Source: an optimization exercise on an open RTL-to-GDS flow (aim: small area, a short achievable clock period and few clock cycles per item). Production flows keep margins and buffers that such runs may drop.
The RTL was checked by simulation tests, not by an equivalence proof against the original design.

Setup of job 4316:
==> flow/design.v <==
`default_nettype none
package piccolo_pkg;
  function automatic logic [3:0] sbox(input logic [3:0] x);
    logic t0, t1, t2, t3;
    t0 = x[0] ^ ~(x[2] | x[3]);
    t3 = x[3] ^ ~(x[1] | x[2]);
    t2 = x[2] ^ ~(t0 | x[1]);
    t1 = x[1] ^ ~(t0 | t3);
    sbox = {t0, t3, ~t2, t1};
  endfunction
  function automatic logic [3:0] mul2(input logic [3:0] a);
    mul2 = {a[2:0], 1'b0} ^ (a[3] ? 4'h3 : 4'h0);
  endfunction
  function automatic logic [3:0] mul3(input logic [3:0] a);
    mul3 = mul2(a) ^ a;
  endfunction
  function automatic logic [15:0] mix_m(input logic [15:0] a);
    logic [3:0] a0, a1, a2, a3, d0, d1, d2, d3;
    a0 = a[15:12]; a1 = a[11:8]; a2 = a[7:4]; a3 = a[3:0];
    d0 = a0 ^ a1; d1 = a1 ^ a2; d2 = a2 ^ a3; d3 = a3 ^ a0;
    mix_m = {mul2(d0) ^ (a1 ^ d2),
             mul2(d1) ^ (a2 ^ d3),
             mul2(d2) ^ (a3 ^ d0),
             mul2(d3) ^ (a0 ^ d1)};
  endfunction
  function automatic logic [15:0] f_func(input logic [15:0] v);
    logic [15:0] a, m;
    a = {sbox(v[15:12]), sbox(v[11:8]), sbox(v[7:4]), sbox(v[3:0])};
    m = mix_m(a);
    f_func = {sbox(m[15:12]), sbox(m[11:8]), sbox(m[7:4]), sbox(m[3:0])};
  endfunction
  function automatic logic [31:0] con128(input logic [4:0] c);
    con128 = {c, 5'd0, c, 2'b00, c, 5'd0, c} ^ 32'h6547a98b;
  endfunction
  localparam logic [31:0] KS_E1 = 32'h53ac53ac;
  localparam logic [31:0] KS_E0 = 32'hc53ac53a;
  localparam logic [31:0] KS_O1 = 32'hac6ac6ac;
  localparam logic [31:0] KS_O0 = 32'h6ac6ac6a;
  function automatic logic [3:0] ksel(input logic [4:0] c);
    ksel = {KS_E1[c], KS_E0[c], KS_O1[c], KS_O0[c]};
  endfunction
  function automatic logic [63:0] rp_inv(input logic [63:0] v);
    rp_inv = {v[15:8], v[39:32], v[63:56], v[23:16], v[47:40], v[7:0], v[31:24], v[55:48]};
  endfunction
  function automatic logic [63:0] rp(input logic [63:0] v);
    rp = {v[47:40], v[7:0], v[31:24], v[55:48], v[15:8], v[39:32], v[63:56], v[23:16]};
  endfunction
endpackage
`default_nettype wire
`default_nettype none
module piccolo_round
(
  input  logic [63:0] x,
  input  logic [15:0] rk0,
  input  logic [15:0] rk1,
  output logic [63:0] y
);
  assign y = {x[63:48], x[47:32] ^ piccolo_pkg::f_func(x[63:48]) ^ rk0,
              x[31:16], x[15:0]  ^ piccolo_pkg::f_func(x[31:16]) ^ rk1};
endmodule
`default_nettype wire
`default_nettype none
module piccolo128_dec
(
  input  logic         clk,
  input  logic         reset,
  input  logic         start,
  input  logic [127:0] keyin,
  input  logic [63:0]  ciphertext,
  output logic         busy,
  output logic         done,
  output logic [63:0]  plaintext
);
  logic [127:0] r_key;
  logic [63:0]  r_s;
  logic [4:0]   r_c;           
  logic [15:0]  w_kin [8];
  logic [15:0]  w_k   [8];
  logic [3:0]   w_ksel;
  logic [31:0]  w_con;
  logic [15:0]  w_rk0, w_rk1;
  logic [63:0]  w_rnd, w_wk;
  always_comb begin
    for (int j = 0; j < 8; j++) begin
      w_kin[j] = keyin[127-16*j -: 16];
      w_k[j]   = r_key[127-16*j -: 16];
    end
  end
  assign w_ksel = piccolo_pkg::ksel(r_c);
  assign w_con  = piccolo_pkg::con128(r_c);
  assign w_rk0  = w_k[{w_ksel[3:2], 1'b0}] ^ w_con[31:16];
  assign w_rk1  = w_k[{w_ksel[1:0], 1'b1}] ^ w_con[15:0];
  piccolo_round u_round (
    .x   (r_s),
    .rk0 (w_rk0),
    .rk1 (w_rk1),
    .y   (w_rnd)
  );
  assign w_wk = (r_c == 5'd1) ?
                {w_k[0][15:8], w_k[1][7:0], 16'h0, w_k[1][15:8], w_k[0][7:0], 16'h0} : 64'h0;
  assign plaintext = piccolo_pkg::rp(r_s);
  always_ff @(posedge clk) begin
    if (!busy) begin
      r_key <= keyin;
      r_s   <= ciphertext ^ {w_kin[4][15:8], w_kin[7][7:0], 16'h0,
                             w_kin[7][15:8], w_kin[4][7:0], 16'h0};
      r_c   <= 5'd31;
    end else begin
      r_s   <= piccolo_pkg::rp_inv(w_rnd ^ w_wk);
      r_c   <= r_c - 5'd1;
    end
  end
  always_ff @(posedge clk) begin
    if (reset) begin
      busy <= 1'b0;
      done <= 1'b0;
    end else begin
      done <= busy && (r_c == 5'd1);
      if (!busy) busy <= start && !done;
      else if (r_c == 5'd1) busy <= 1'b0;
    end
  end
endmodule
`default_nettype wire
==> flow/config.mk <==
export PLATFORM = sky130hd
export DESIGN_NAME = piccolo128_dec
export DESIGN_NICKNAME = piccolo128_dec
export VERILOG_FILES = /design/flow/design.v
export SDC_FILE = /design/flow/constraint.sdc
export NUM_CORES = 4
export LEC_CHECK = 0
export CAP_MARGIN = 20
export CORE_MARGIN = 2
export CORE_UTILIZATION = 40
export CTS_BUF_LIST = sky130_fd_sc_hd__clkbuf_8
export SETUP_SLACK_MARGIN = 3.1
export SLEW_MARGIN = 20
==> flow/constraint.sdc <==
create_clock -name core_clock -period 6.0 [get_ports {clk}]
set_input_delay 1.2000 -clock core_clock [delete_from_list [all_inputs] [get_ports {clk}]]
set_output_delay 1.2000 -clock core_clock [all_outputs]
set_load 0.01 [all_outputs]
standard.sh (not shown) runs the stock make flow with config.mk's settings and CLKGATE_MAP_FILE= SYNTH_SCRIPT=/design/flow/synth_recipe.tcl, a recipe that flattens the netlist after the stock synthesis.
==> flow/flow/run.sh <==
#!/bin/bash
# Standard ORFS layout, except that the port buffers are the smallest
# buffer cell instead of the delay buffer buffer_ports picks on its own.
set -euo pipefail
export BUFFER_PORTS_ARGS="-buffer_cell sky130_fd_sc_hd__buf_1"
bash standard.sh > standard_flow.log 2>&1
Testbench counts of job 4316, summed over its fixed seeds: cycles 8,440, blocks 256.
The inputs of job 602 differ from those of job 4316 as listed below.
- CTS_BUF_LIST no longer set, was sky130_fd_sc_hd__clkbuf_8
- ABC_AREA now 1, previously not set
- SETUP_SLACK_MARGIN now 3.5, was 3.1
--- outcome ---
Relative to job 4316, post-layout instance count excluding filler cells has increased by about 36% in job 602. The run showing the smaller achievable clock frequency is job 4316. Per the comparison of job 602 with job 4316, synthesized netlist cell count went up 506; final sequential cell count stayed essentially flat; post-detailed-routing wire length went up 30%.
[inputs] job 9357 vs job 602
- PLACE_DENSITY: unset -> 0.75
- SETUP_SLACK_MARGIN: 3.5 -> 3.25
- ABC_AREA: 1 -> unset
- CTS_BUF_LIST: unset -> sky130_fd_sc_hd__clkbuf_8
Results
Sort job 9357 and job 602 by standard cell area after detailed placement asc -> top: job 9357. Lower global-route usage among job 9357 and job 602: job 9357. When job 9357 is measured against job 602, its post-layout utilization of the core turns out 1.1 points lower. [job 9357 vs job 602] via count: lower in job 9357. Job 9357 ends up with higher largest fanout on the critical path than job 602 does. Job 9357 ended up with XOR/XNOR gates as its dominant combinational cell family by area after synthesis; job 602 ended up with simple AND/OR/NAND/NOR gates. Delta (job 9357 minus job 602): clock-buffer cell count went down, mapped cell area shrank by about 5.4%.
What job 2615 does differently from job 9357 at the input level:
- a deleted CTS_BUF_LIST that had been sky130_fd_sc_hd__clkbuf_8
- a change of SETUP_SLACK_MARGIN from 3.25 to 3.0
- a deleted PLACE_DENSITY that had been 0.75
- an added ABC_AREA of 1
==> comparison <==
Job 2615 closes out successfully: all stages finished, all timing, DRC and antenna checks passed.
Compared with job 9357, job 2615 shows a higher shortest period the worst path allows.
The worst setup path startpoint comes out r_c[1]$_SDFF_PN1_ in one run and r_s[26]$_DFF_P_ in the other, namely in job 9357 and job 2615 respectively.
Final clock period utilization by the worst path in job 2615 is 2.5 points above job 9357.
The layout buffer count excluding clock buffers in job 2615 is 0.851 times that in job 9357.
Job 9357 leaves more setup margin than job 2615.

-- what the ideal ports hide --
In the flow no input, the clock included, has a driving cell. The finished layouts below were timed again as built, in two steps. Step 1 sets driving cells, clkbuf_16 on the clock port and buf_2 on the other inputs (assumed; they add their load-dependent delay and slew). Step 2, shift: input delay + t, output delay - t, t = (earliest + latest rising clock arrival at the registers) / 2. This alone moves slack from input paths to output paths. Three values: ideal, step 1, step 2; two values: the first two.
| run | t, ns | setup WS [ns] | latest minus earliest clock arrival (ns) | worst slew at a driven data input, ns |
|---|---|---|---|---|
| job 4316 | 0.527 | 3.175 / 3.175 / 3.175 | 0.020 / 0.020 | 0.07 |
| job 602 | 0.492 | 3.461 / 3.461 / 3.461 | 0.012 / 0.013 | 0.06 |
| job 9357 | 0.544 | 3.252 / 3.252 / 3.252 | 0.018 / 0.018 | 0.05 |
| job 2615 | 0.499 | 3.101 / 3.101 / 3.101 | 0.012 / 0.011 | 0.08 |
After both steps setup and hold are still met in every run listed.
